Background: an optimization exercise with open tools, aiming at small area and a short achievable clock period. Do not read the settings as production practice. Function was checked by simulation only, so behaviour that the tests miss may differ from the original. No activity file was given, so power comes from the tool's default toggle rates.

## 06-06
Design bbox_top, start of the top module:
module bbox_top (
    input  logic         clk,
    input  logic         reset,
    input  logic         halt,
    input  logic [288:0] tri_in,
    input  logic [47:0]  screen,
    input  logic [3:0]   msaa,
    output logic [384:0] box_out
);
    logic [288:1] s1_pay;
    logic         s1_valid;
    logic [47:0]  s1_scr;
    logic [2:0]   s1_mask;
    logic [288:1] s2_pay;
    logic         s2_valid;
    logic [47:0]  s2_scr;
    logic [2:0]   s2_mask;
    logic [2:0]   s2_ordx, s2_ordy;
    logic         s2_clx, s2_cly;
    logic [2:0]   ordx, ordy;
    logic         clx, cly, off_screen;
    logic [95:0]  box;
    function automatic logic [2:0] frac_mask(input logic [3:0] code);
        case (code)
            4'b1000: frac_mask = 3'b000;
            4'b0100: frac_mask = 3'b100;
            4'b0010: frac_mask = 3'b110;
            default: frac_mask = 3'b111;
        endcase
    endfunction
    always_ff @(posedge clk) begin
        if (reset) begin
            s1_valid <= 1'b0;
        end else if (!halt) begin
            s1_valid <= tri_in[0];
        end
    end
    always_ff @(posedge clk) begin
        if (!halt) begin
            s1_pay  <= tri_in[288:1];
            s1_scr  <= screen;
            s1_mask <= frac_mask(msaa);
        end
    end
    bbox_extent u_extent (
        .verts      (s1_pay[288:73]),
        .screen     (s1_scr),
        .mask       (s1_mask),
        .ordx       (ordx),
        .ordy       (ordy),
        .clx        (clx),
        .cly        (cly),
        .off_screen (off_screen)
    );
    always_ff @(posedge clk) begin
        if (reset) begin
            s2_valid <= 1'b0;
        end else if (!halt) begin
            s2_valid <= s1_valid & ~off_screen;
        end
    end
    always_ff @(posedge clk) begin
        if (!halt) begin
            s2_pay  <= s1_pay;
            s2_scr  <= s1_scr;
            s2_mask <= s1_mask;
            s2_ordx <= ordx;
            s2_ordy <= ordy;
            s2_clx  <= clx;
            s2_cly  <= cly;
        end
    end
    bbox_screen_clip u_clip (
        .verts  (s2_pay[288:73]),
  ...
Size: ~2000 cells after synthesis, about 1100 flip-flops, ~38000 um^2 of cells after synthesis.
export LEC_CHECK = 0
export CAP_MARGIN = 20
export CORE_MARGIN = 2
export CORE_UTILIZATION = 65
export CTS_CLUSTER_DIAMETER = 100
export CTS_CLUSTER_SIZE = 30
export PLACE_DENSITY = 0.75
export SLEW_MARGIN = 20
create_clock -name core_clock -period 9.0 [get_ports {clk}]
standard.sh (not shown) runs the stock make flow with config.mk's settings and CLKGATE_MAP_FILE= SYNTH_SCRIPT=/design/flow/synth_recipe.tcl, a recipe that flattens the netlist after the stock synthesis.
==> flow/flow/run.sh <==
#!/bin/bash
# Standard ORFS layout (standard.sh, unchanged synthesis) with small port
# buffers and, after global placement (flow/post_gp.tcl), a balanced buffer
# tree for the flip-flop enables and the output port buffers moved next to
# the flip-flops that drive them. repair_timing gets a tighter setup target.
# The clock period and constraints stay the design's.
set -euo pipefail
bash standard.sh \
  BUFFER_PORTS_ARGS="-buffer_cell sky130_fd_sc_hd__buf_1" \
  POST_GLOBAL_PLACE_TCL="$(pwd)/flow/post_gp.tcl" \
  SETUP_SLACK_MARGIN=5.0 TNS_END_PERCENT=10 \
  finish > orfs_make.log 2>&1
==> flow/flow/out_bufs.tcl <==
# Output port buffers: each moves next to the cell that drives it, so the
# weak flip-flop output sees a short wire and the buffer drives the wire to
# the pin: the small cell for a pin within near_um of its driver, the
# strong cell for the rest. Detailed placement legalizes the moved buffers
# afterwards.
proc ob_fix {cell {small_cell ""} {near_um 0}} {
  set block [ord::get_db_block]
  set master [[ord::get_db] findMaster $cell]
  set small [expr {$small_cell eq "" ? $master : [[ord::get_db] findMaster $small_cell]}]
  set near [expr {$near_um * [$block getDbUnitsPerMicron]}]
  set nsmall 0
  set moved 0
  foreach bt [$block getBTerms] {
    if {[$bt getIoType] ne "OUTPUT"} { continue }
    set net [$bt getNet]
    if {$net eq "NULL"} { continue }
    set buf ""
    foreach it [$net getITerms] { if {[$it isOutputSignal]} { set buf [$it getInst] } }
    if {$buf eq "" || ![regexp {^output[0-9]+$} [$buf getName]]} { continue }
    set in ""
    foreach it [$buf getITerms] { if {[$it isInputSignal]} { set in $it } }
    set drv ""
    foreach it [[$in getNet] getITerms] { if {[$it isOutputSignal]} { set drv [$it getInst] } }
    if {$drv eq ""} { continue }
    set loc [$drv getLocation]
    set bb [$bt getBBox]
    set dist [expr {abs(([$bb xMin] + [$bb xMax]) / 2 - [lindex $loc 0])
                    + abs(([$bb yMin] + [$bb yMax]) / 2 - [lindex $loc 1])}]
    if {$dist < $near} {
      $buf swapMaster $small
      incr nsmall
    } else {
      $buf swapMaster $master
    }
    $buf setLocation [lindex $loc 0] [lindex $loc 1]
    $buf setPlacementStatus PLACED
    incr moved
  }
  puts "out_bufs: moved $moved output buffers next to their drivers, $nsmall of them as the small cell"
}
==> flow/flow/post_gp.tcl <==
# POST_GLOBAL_PLACE hook: a balanced buffer tree for the flip-flop enables,
# and output port buffers moved next to their drivers
source [file join [file dirname [info script]] halt_tree.tcl]
source [file join [file dirname [info script]] out_bufs.tcl]
ht_build DE 16 6 sky130_fd_sc_hd__buf_4 sky130_fd_sc_hd__buf_8
ob_fix sky130_fd_sc_hd__buf_2 sky130_fd_sc_hd__buf_1 40
Other scripts of this flow, unchanged in this note and not shown: flow/flow/halt_tree.tcl
06-06: full flow OK, the timing, DRC and antenna checks passed
Setup changes, 06-06 to 01-13
==> flow/flow/out_bufs.tcl <==
# Output port buffers: each moves next to the cell that drives it and
# becomes a stronger buffer, so the weak flip-flop output sees a short wire
# and the buffer drives the long wire to the pin. Detailed placement
# legalizes the moved buffers afterwards.
proc ob_fix {cell} {
  set block [ord::get_db_block]
  set master [[ord::get_db] findMaster $cell]
  set moved 0
  foreach bt [$block getBTerms] {
    if {[$bt getIoType] ne "OUTPUT"} { continue }
    set net [$bt getNet]
    if {$net eq "NULL"} { continue }
    set buf ""
    foreach it [$net getITerms] { if {[$it isOutputSignal]} { set buf [$it getInst] } }
    if {$buf eq "" || ![regexp {^output[0-9]+$} [$buf getName]]} { continue }
    set in ""
    foreach it [$buf getITerms] { if {[$it isInputSignal]} { set in $it } }
    set drv ""
    foreach it [[$in getNet] getITerms] { if {[$it isOutputSignal]} { set drv [$it getInst] } }
    if {$drv eq ""} { continue }
    set loc [$drv getLocation]
    $buf swapMaster $master
    $buf setLocation [lindex $loc 0] [lindex $loc 1]
    $buf setPlacementStatus PLACED
    incr moved
  }
  puts "out_bufs: moved $moved output buffers next to their drivers as $cell"
}
--- a/flow/flow/post_gp.tcl
+++ b/flow/flow/post_gp.tcl
@@ -5,2 +5,2 @@
-ht_build DE 16 6 sky130_fd_sc_hd__buf_4 sky130_fd_sc_hd__buf_8
-ob_fix sky130_fd_sc_hd__buf_2 sky130_fd_sc_hd__buf_1 40
+ht_build DE 24 6 sky130_fd_sc_hd__buf_4 sky130_fd_sc_hd__buf_8
+ob_fix sky130_fd_sc_hd__buf_2
## What came out
Between 06-06 and 01-13, the share of total power in the clock network does not differ in any meaningful way. The maximum vdd ir drop number comes out higher for 06-06 vs 01-13. When the final numbers for 01-13 and 06-06 were put side by side, the cell count after placement turned out to be greater in 06-06. On die area, 06-06 tracks 01-13 almost exactly.

what the ideal ports hide:
The flow's constraints put no driver on any port. The routed layouts listed below were extracted and timed again, unchanged, in two steps. Step 1: set_driving_cell puts a clkbuf_16 on clk and a buf_2 on each other input, an assumption about the parent block. Step 2 moves the port delays by t, midway between the first and last clock arrival at a register: inputs arrive t later, outputs are due t later. That takes back most of the time a late clock gives input paths. a / b / c = ideal ports / drivers / drivers and shift; a / b = the first two.
| run | shift t [ns] | slack for setup (ns) | worst data-port slew with drivers (ns) |
|---|---|---|---|
| 06-06 | 0.669 | 5.990 / 5.928 / 5.646 | 0.17 |
| 01-13 | 0.673 | 5.979 / 5.915 / 5.525 | 0.16 |
After both steps setup and hold are still met in every run listed. For 01-13, which loses most, drivers alone change the setup slack by -0.064 ns; drivers and shift together by -0.454 ns.
